This design comes from an exercise in tuning for small area, a short achievable clock period and few clock cycles on the open sky130 flow, not from production work.
At most, simulation tests tie the RTL to the original design; equivalence was not proved.
Power and IR drop assume default switching activity.

==> inputs of 08-19 <==
==> flow/design.v <==
package mips_pkg;
  localparam logic [5:0] OP_RTYPE = 6'h00, OP_LW = 6'h23, OP_SW = 6'h2B,
                         OP_BEQ = 6'h04, OP_J = 6'h02, OP_ADDI = 6'h08;
  localparam logic [5:0] FN_ADD = 6'h20, FN_SUB = 6'h22, FN_AND = 6'h24,
                         FN_OR = 6'h25, FN_SLT = 6'h2A;
endpackage
module mips_regfile #(
  parameter  int NUM_REGS = 32,
  localparam int AW       = $clog2(NUM_REGS)
) (
  input  logic          clk,
  input  logic          we,
  input  logic [AW-1:0] waddr,
  input  logic [31:0]   wdata,
  input  logic [AW-1:0] raddr1,
  input  logic [AW-1:0] raddr2,
  output logic [31:0]   rdata1,
  output logic [31:0]   rdata2
);
  logic [NUM_REGS-1:0][31:0] regs;
  always_ff @(posedge clk)
    if (we && waddr != '0) regs[waddr] <= wdata;
  assign rdata1 = (raddr1 == '0) ? 32'h0 : regs[raddr1];
  assign rdata2 = (raddr2 == '0) ? 32'h0 : regs[raddr2];
endmodule
import mips_pkg::*;
module mips_multicycle #(
  parameter logic [31:0] RESET_PC = 32'h0000_0000,
  parameter int          NUM_REGS = 32
) (
  input  logic        clk,
  input  logic        rst,
  output logic        mem_req,
  output logic        mem_we,
  output logic [31:0] mem_addr,
  output logic [31:0] mem_wdata,
  input  logic [31:0] mem_rdata,
  input  logic        mem_ready,
  output logic [31:0] pc,
  output logic        illegal
);
  localparam int AW = $clog2(NUM_REGS);
  logic          xs;
  logic [25:0]   ir;
  logic          k_alu, k_addi, k_lw, k_sw, k_beq, k_j, k_ill;
  logic          f_sub, f_and, f_or, f_slt;
  logic [31:0]   a_q, b_q;
  logic [29:0]   p4;        
  logic [31:0]   sext, bop, res, rd1, rd2, fwd_a, fwd_b, daddr;
  logic [29:0]   nf, bt, fa;
  logic          eq, fetch_x, hs_f, rf_we, fw;
  logic [AW-1:0] rf_waddr;
  logic [31:0]   rf_wdata;
  logic [5:0]    d_op, d_fn;
  logic          d_alu, d_addi, d_lw, d_sw, d_beq, d_j;
  assign d_op = mem_rdata[31:26];
  assign d_fn = mem_rdata[5:0];
  always_comb begin
    d_alu  = d_op == OP_RTYPE && (d_fn == FN_ADD || d_fn == FN_SUB || d_fn == FN_AND ||
                                  d_fn == FN_OR  || d_fn == FN_SLT);
    d_addi = d_op == OP_ADDI;
    d_lw   = d_op == OP_LW;
    d_sw   = d_op == OP_SW;
    d_beq  = d_op == OP_BEQ;
    d_j    = d_op == OP_J;
  end
  assign sext = {{16{ir[15]}}, ir[15:0]};
  mips_regfile #(.NUM_REGS(NUM_REGS)) u_rf (
    .clk(clk), .we(rf_we), .waddr(rf_waddr), .wdata(rf_wdata),
    .raddr1(mem_rdata[21 +: AW]), .raddr2(mem_rdata[16 +: AW]), .rdata1(rd1), .rdata2(rd2)
  );
  assign bop = k_addi ? sext : b_q;
  always_comb begin
    if (f_sub)      res = a_q - b_q;
    else if (f_and) res = a_q & b_q;
    else if (f_or)  res = a_q | b_q;
    else if (f_slt) res = {31'h0, $signed(a_q) < $signed(b_q)};
    else            res = a_q + bop;
  end
  assign daddr = a_q + sext;
  assign eq    = a_q == b_q;
  assign bt    = p4 + {{14{ir[15]}}, ir[15:0]};
  assign nf    = k_j ? {p4[29:26], ir[25:0]} : (k_beq && eq) ? bt : p4;
  assign fetch_x = k_alu | k_addi | k_beq | k_j;
  assign fa      = xs ? nf : p4;
  assign hs_f    = mem_ready && (!xs || fetch_x);
  assign rf_waddr = k_alu ? ir[15:11] : ir[20:16];
  assign rf_wdata = k_lw ? mem_rdata : res;
  assign rf_we    = xs && (k_alu || k_addi || (k_lw && mem_ready));
  assign fw       = xs && (k_alu || k_addi) && rf_waddr != '0;
  assign fwd_a    = (fw && mem_rdata[21 +: AW] == rf_waddr) ? res : rd1;
  assign fwd_b    = (fw && mem_rdata[16 +: AW] == rf_waddr) ? res : rd2;
  assign mem_req   = !rst && (!xs || !k_ill);
  assign mem_we    = !rst && xs && k_sw;
  assign mem_addr  = (xs && (k_lw || k_sw)) ? daddr : {fa, 2'b00};
  assign mem_wdata = b_q;
  assign pc        = mem_addr;
  assign illegal   = xs && k_ill;
  always_ff @(posedge clk or posedge rst)
    if (rst) begin
      xs <= 1'b0;
      p4 <= RESET_PC[31:2];
    end else if (hs_f) begin
      xs <= 1'b1;
      p4 <= fa + 30'd1;
    end else if (xs && (k_ill || ((k_lw || k_sw) && mem_ready))) begin
      xs <= 1'b0;
    end
  always_ff @(posedge clk)
    if (hs_f) begin
      ir     <= mem_rdata[25:0];
      k_alu  <= d_alu;
      k_addi <= d_addi;
      k_lw   <= d_lw;
      k_sw   <= d_sw;
      k_beq  <= d_beq;
      k_j    <= d_j;
      k_ill  <= !(d_alu || d_addi || d_lw || d_sw || d_beq || d_j);
      f_sub  <= d_alu && d_fn == FN_SUB;
      f_and  <= d_alu && d_fn == FN_AND;
      f_or   <= d_alu && d_fn == FN_OR;
      f_slt  <= d_alu && d_fn == FN_SLT;
      a_q    <= fwd_a;
      b_q    <= fwd_b;
    end
endmodule
==> flow/run.sh <==
#!/bin/bash
# synth_recipe.tcl (not shown) runs the flow's synth.tcl, then flattens the netlist and writes it again
# the make line also repeats each setting of config.mk as NAME=value (left out here)
make -C /OpenROAD-flow-scripts/flow DESIGN_CONFIG=/design/flow/config.mk WORK_HOME=/design/flow/orfs CLKGATE_MAP_FILE= SYNTH_SCRIPT=/design/flow/synth_recipe.tcl finish
==> flow/config.mk <==
export PLATFORM = sky130hd
export DESIGN_NAME = mips_multicycle
export DESIGN_NICKNAME = mips_multicycle
export VERILOG_FILES = /design/flow/design.v
export SDC_FILE = /design/flow/constraint.sdc
export NUM_CORES = 4
export LEC_CHECK = 0
export CAP_MARGIN = 20
export CORE_MARGIN = 2
export CORE_UTILIZATION = 40
export SLEW_MARGIN = 20
==> flow/constraint.sdc <==
create_clock -name core_clock -period 10.0 [get_ports {clk}]
set_input_delay 2.0000 -clock core_clock [delete_from_list [all_inputs] [get_ports {clk}]]
set_output_delay 2.0000 -clock core_clock [all_outputs]
set_load 0.01 [all_outputs]
==> 11-16 (differences from 08-19) <==
==> flow/design.v (replaced) <==
package mips_pkg;
  localparam logic [5:0] OP_RTYPE = 6'h00, OP_LW = 6'h23, OP_SW = 6'h2B,
                         OP_BEQ = 6'h04, OP_J = 6'h02, OP_ADDI = 6'h08;
  localparam logic [5:0] FN_ADD = 6'h20, FN_SUB = 6'h22, FN_AND = 6'h24,
                         FN_OR = 6'h25, FN_SLT = 6'h2A;
endpackage
module mips_regfile #(
  parameter  int NUM_REGS = 32,
  localparam int AW       = $clog2(NUM_REGS)
) (
  input  logic          clk,
  input  logic          we,
  input  logic [AW-1:0] waddr,
  input  logic [31:0]   wdata,
  input  logic [AW-1:0] raddr1,
  input  logic [AW-1:0] raddr2,
  output logic [31:0]   rdata1,
  output logic [31:0]   rdata2
);
  logic [NUM_REGS-1:1][31:0] regs;
  for (genvar k = 1; k < NUM_REGS; k++) begin : g_reg
    always_ff @(posedge clk)
      if (we && waddr == AW'(k)) regs[k] <= wdata;
  end
  always_comb begin
    rdata1 = '0;
    rdata2 = '0;
    for (int k = 1; k < NUM_REGS; k++) begin
      rdata1 = rdata1 | ({32{raddr1 == AW'(k)}} & regs[k]);
      rdata2 = rdata2 | ({32{raddr2 == AW'(k)}} & regs[k]);
    end
  end
endmodule
import mips_pkg::*;
module mips_multicycle #(
  parameter logic [31:0] RESET_PC = 32'h0000_0000,
  parameter int          NUM_REGS = 32
) (
  input  logic        clk,
  input  logic        rst,
  output logic        mem_req,
  output logic        mem_we,
  output logic [31:0] mem_addr,
  output logic [31:0] mem_wdata,
  input  logic [31:0] mem_rdata,
  input  logic        mem_ready,
  output logic [31:0] pc,
  output logic        illegal
);
  localparam int AW = $clog2(NUM_REGS);
  logic          xs;        
  logic          sel_d;     
  logic          sel_b;     
  logic [29:0]   nseq_q;    
  logic [29:0]   bt_q;      
  logic [31:0]   daddr_q;   
  logic          k_alu, k_addi, k_lw, k_sw, k_ill, k_wr;
  logic          f_sub, f_and, f_or, f_slt;
  logic [AW-1:0] wd_q;
  logic [15:0]   imm_q;
  logic [31:0]   a_q, b_q;
  logic [5:0]    d_op, d_fn;
  logic [AW-1:0] d_rs, d_rt, d_dst;
  logic          d_alu, d_addi, d_lw, d_sw, d_beq, d_j;
  assign d_op = mem_rdata[31:26];
  assign d_fn = mem_rdata[5:0];
  assign d_rs = mem_rdata[21 +: AW];
  assign d_rt = mem_rdata[16 +: AW];
  always_comb begin
    d_alu  = d_op == OP_RTYPE && (d_fn == FN_ADD || d_fn == FN_SUB || d_fn == FN_AND ||
                                  d_fn == FN_OR  || d_fn == FN_SLT);
    d_addi = d_op == OP_ADDI;
    d_lw   = d_op == OP_LW;
    d_sw   = d_op == OP_SW;
    d_beq  = d_op == OP_BEQ;
    d_j    = d_op == OP_J;
    d_dst  = d_alu ? mem_rdata[11 +: AW] : d_rt;
  end
  logic [31:0]   rd1, rd2, fwd_a, fwd_b, res, bop, rf_wdata;
  logic          rf_we, fw, hs_f;
  logic [29:0]   fa, fa1;
  mips_regfile #(.NUM_REGS(NUM_REGS)) u_rf (
    .clk(clk), .we(rf_we), .waddr(wd_q), .wdata(rf_wdata),
    .raddr1(d_rs), .raddr2(d_rt), .rdata1(rd1), .rdata2(rd2)
  );
  assign bop = k_addi ? {{16{imm_q[15]}}, imm_q} : b_q;
  always_comb begin
    if (f_sub)      res = a_q - b_q;
    else if (f_and) res = a_q & b_q;
    else if (f_or)  res = a_q | b_q;
    else if (f_slt) res = {31'h0, $signed(a_q) < $signed(b_q)};
    else            res = a_q + bop;
  end
  assign fw       = xs && k_wr;
  assign rf_we    = fw || (sel_d && k_lw && mem_ready);
  assign rf_wdata = k_lw ? mem_rdata : res;
  assign fwd_a    = (fw && d_rs == wd_q) ? res : rd1;
  assign fwd_b    = (fw && d_rt == wd_q) ? res : rd2;
  assign fa        = sel_b ? bt_q : nseq_q;
  assign fa1       = fa + 30'd1;
  assign hs_f      = mem_ready && !sel_d && !(xs && k_ill);
  assign mem_req   = !rst && !(xs && k_ill);
  assign mem_we    = !rst && sel_d && k_sw;
  assign mem_addr  = sel_d ? daddr_q : {fa, 2'b00};
  assign mem_wdata = b_q;
  assign pc        = mem_addr;
  assign illegal   = xs && k_ill;
  always_ff @(posedge clk or posedge rst)
    if (rst) begin
      xs     <= 1'b0;
      sel_d  <= 1'b0;
      sel_b  <= 1'b0;
      nseq_q <= RESET_PC[31:2];
    end else if (hs_f) begin
      xs     <= 1'b1;
      sel_d  <= d_lw || d_sw;
      sel_b  <= d_beq && fwd_a == fwd_b;
      nseq_q <= d_j ? {fa1[29:26], mem_rdata[25:0]} : fa1;
    end else if ((xs && k_ill) || (sel_d && mem_ready)) begin
      xs     <= 1'b0;
      sel_d  <= 1'b0;
    end
  always_ff @(posedge clk)
    if (hs_f) begin
      bt_q    <= fa1 + {{14{mem_rdata[15]}}, mem_rdata[15:0]};
      daddr_q <= fwd_a + {{16{mem_rdata[15]}}, mem_rdata[15:0]};
      k_alu   <= d_alu;
      k_addi  <= d_addi;
      k_lw    <= d_lw;
      k_sw    <= d_sw;
      k_ill   <= !(d_alu || d_addi || d_lw || d_sw || d_beq || d_j);
      k_wr    <= (d_alu || d_addi) && d_dst != '0;
      f_sub   <= d_alu && d_fn == FN_SUB;
      f_and   <= d_alu && d_fn == FN_AND;
      f_or    <= d_alu && d_fn == FN_OR;
      f_slt   <= d_alu && d_fn == FN_SLT;
      wd_q    <= d_dst;
      imm_q   <= mem_rdata[15:0];
      a_q     <= fwd_a;
      b_q     <= fwd_b;
    end
endmodule
Settings changed: SETUP_SLACK_MARGIN set to 5.
==> comparison table <==
|  | 11-16 | 08-19 |
|---|---|---|
| Multi-input combinational cell count | 3308 | 4441 |
| Net switching power | 0.00468 W | 0.00481 W |
| Critical Path AT | 7.33 ns | 5.91 ns |
| GR met1 Demand/Resource | 46.5% | 34.8% |
| Max VDD drop | 0.213 mV | 0.141 mV |
| Overall power of the completed layout | 0.0149 W | 0.0151 W |
| Measured slew at the worst slew-check pin | 1.16 ns | 1.17 ns |
| Total area of sequential cells | 0.0353 mm^2 | 0.0346 mm^2 |
| Levels on crit path | 23 | 13 |
| Switching power as a share of total power | 31.3% | 31.8% |
| Post-Synth XOR/XNOR Area | 2.33% | 1.36% |
| Status | timing/DRC/antenna clean | timing/DRC/antenna clean |
| Destination of the worst hold path | nseq_q[18] | p4[7] |
| Source of the worst register-to-register timing path | b_q[0] | ir[15] |
| Met2 routed WL | 129000 um | 112000 um |
| Number of tapcells | 2016 | 2464 |
| Crit. Startpoint | mem_rdata[24] | ir[0] |
| Via Count | 53800 | 53900 |
| Die area | 0.153 mm^2 | 0.187 mm^2 |
| Setup Crit Path Kind | in -> reg | reg -> out |
| Multi-input combinational area share | 34.2% | 44.9% |
| Layout cells sized above 1 | 19.5% | 17.8% |
Testbench counts of 08-19, summed over its fixed seeds: cycles 62,207.
Only the layout flow was run in 11-16; the RTL was not checked for function there.

port drivers added, routing unchanged:
The flow's constraints put no driver on any port. The routed layouts listed below were extracted and timed again, unchanged, in two steps.
Step 1 sets driving cells, clkbuf_16 on the clock port and buf_2 on the other inputs (assumed; they add their load-dependent delay and slew).
Step 2 also shifts input and output timing later by t, the mid clock arrival at the registers, as if the neighbouring blocks saw the same clock.
a / b / c = ideal / step 1 / step 2; a / b = the first two.
run	t (ns)	slack for setup (ns)	worst hold slack (ns)	worst setup path at the end	worst register clock-pin slew, ns
08-19	0.889	2.090 / 2.001 / 2.890	0.508 / 0.508 / 0.508	register to output	0.07 / 0.07
11-16	0.885	3.208 / 3.241 / 2.356	0.478 / 0.478 / 0.478	input to register	0.07 / 0.07
After both steps every run listed still meets setup and hold. The setup slack of 11-16, which loses most, moves by +0.033 ns with the drivers and by -0.852 ns with both steps.
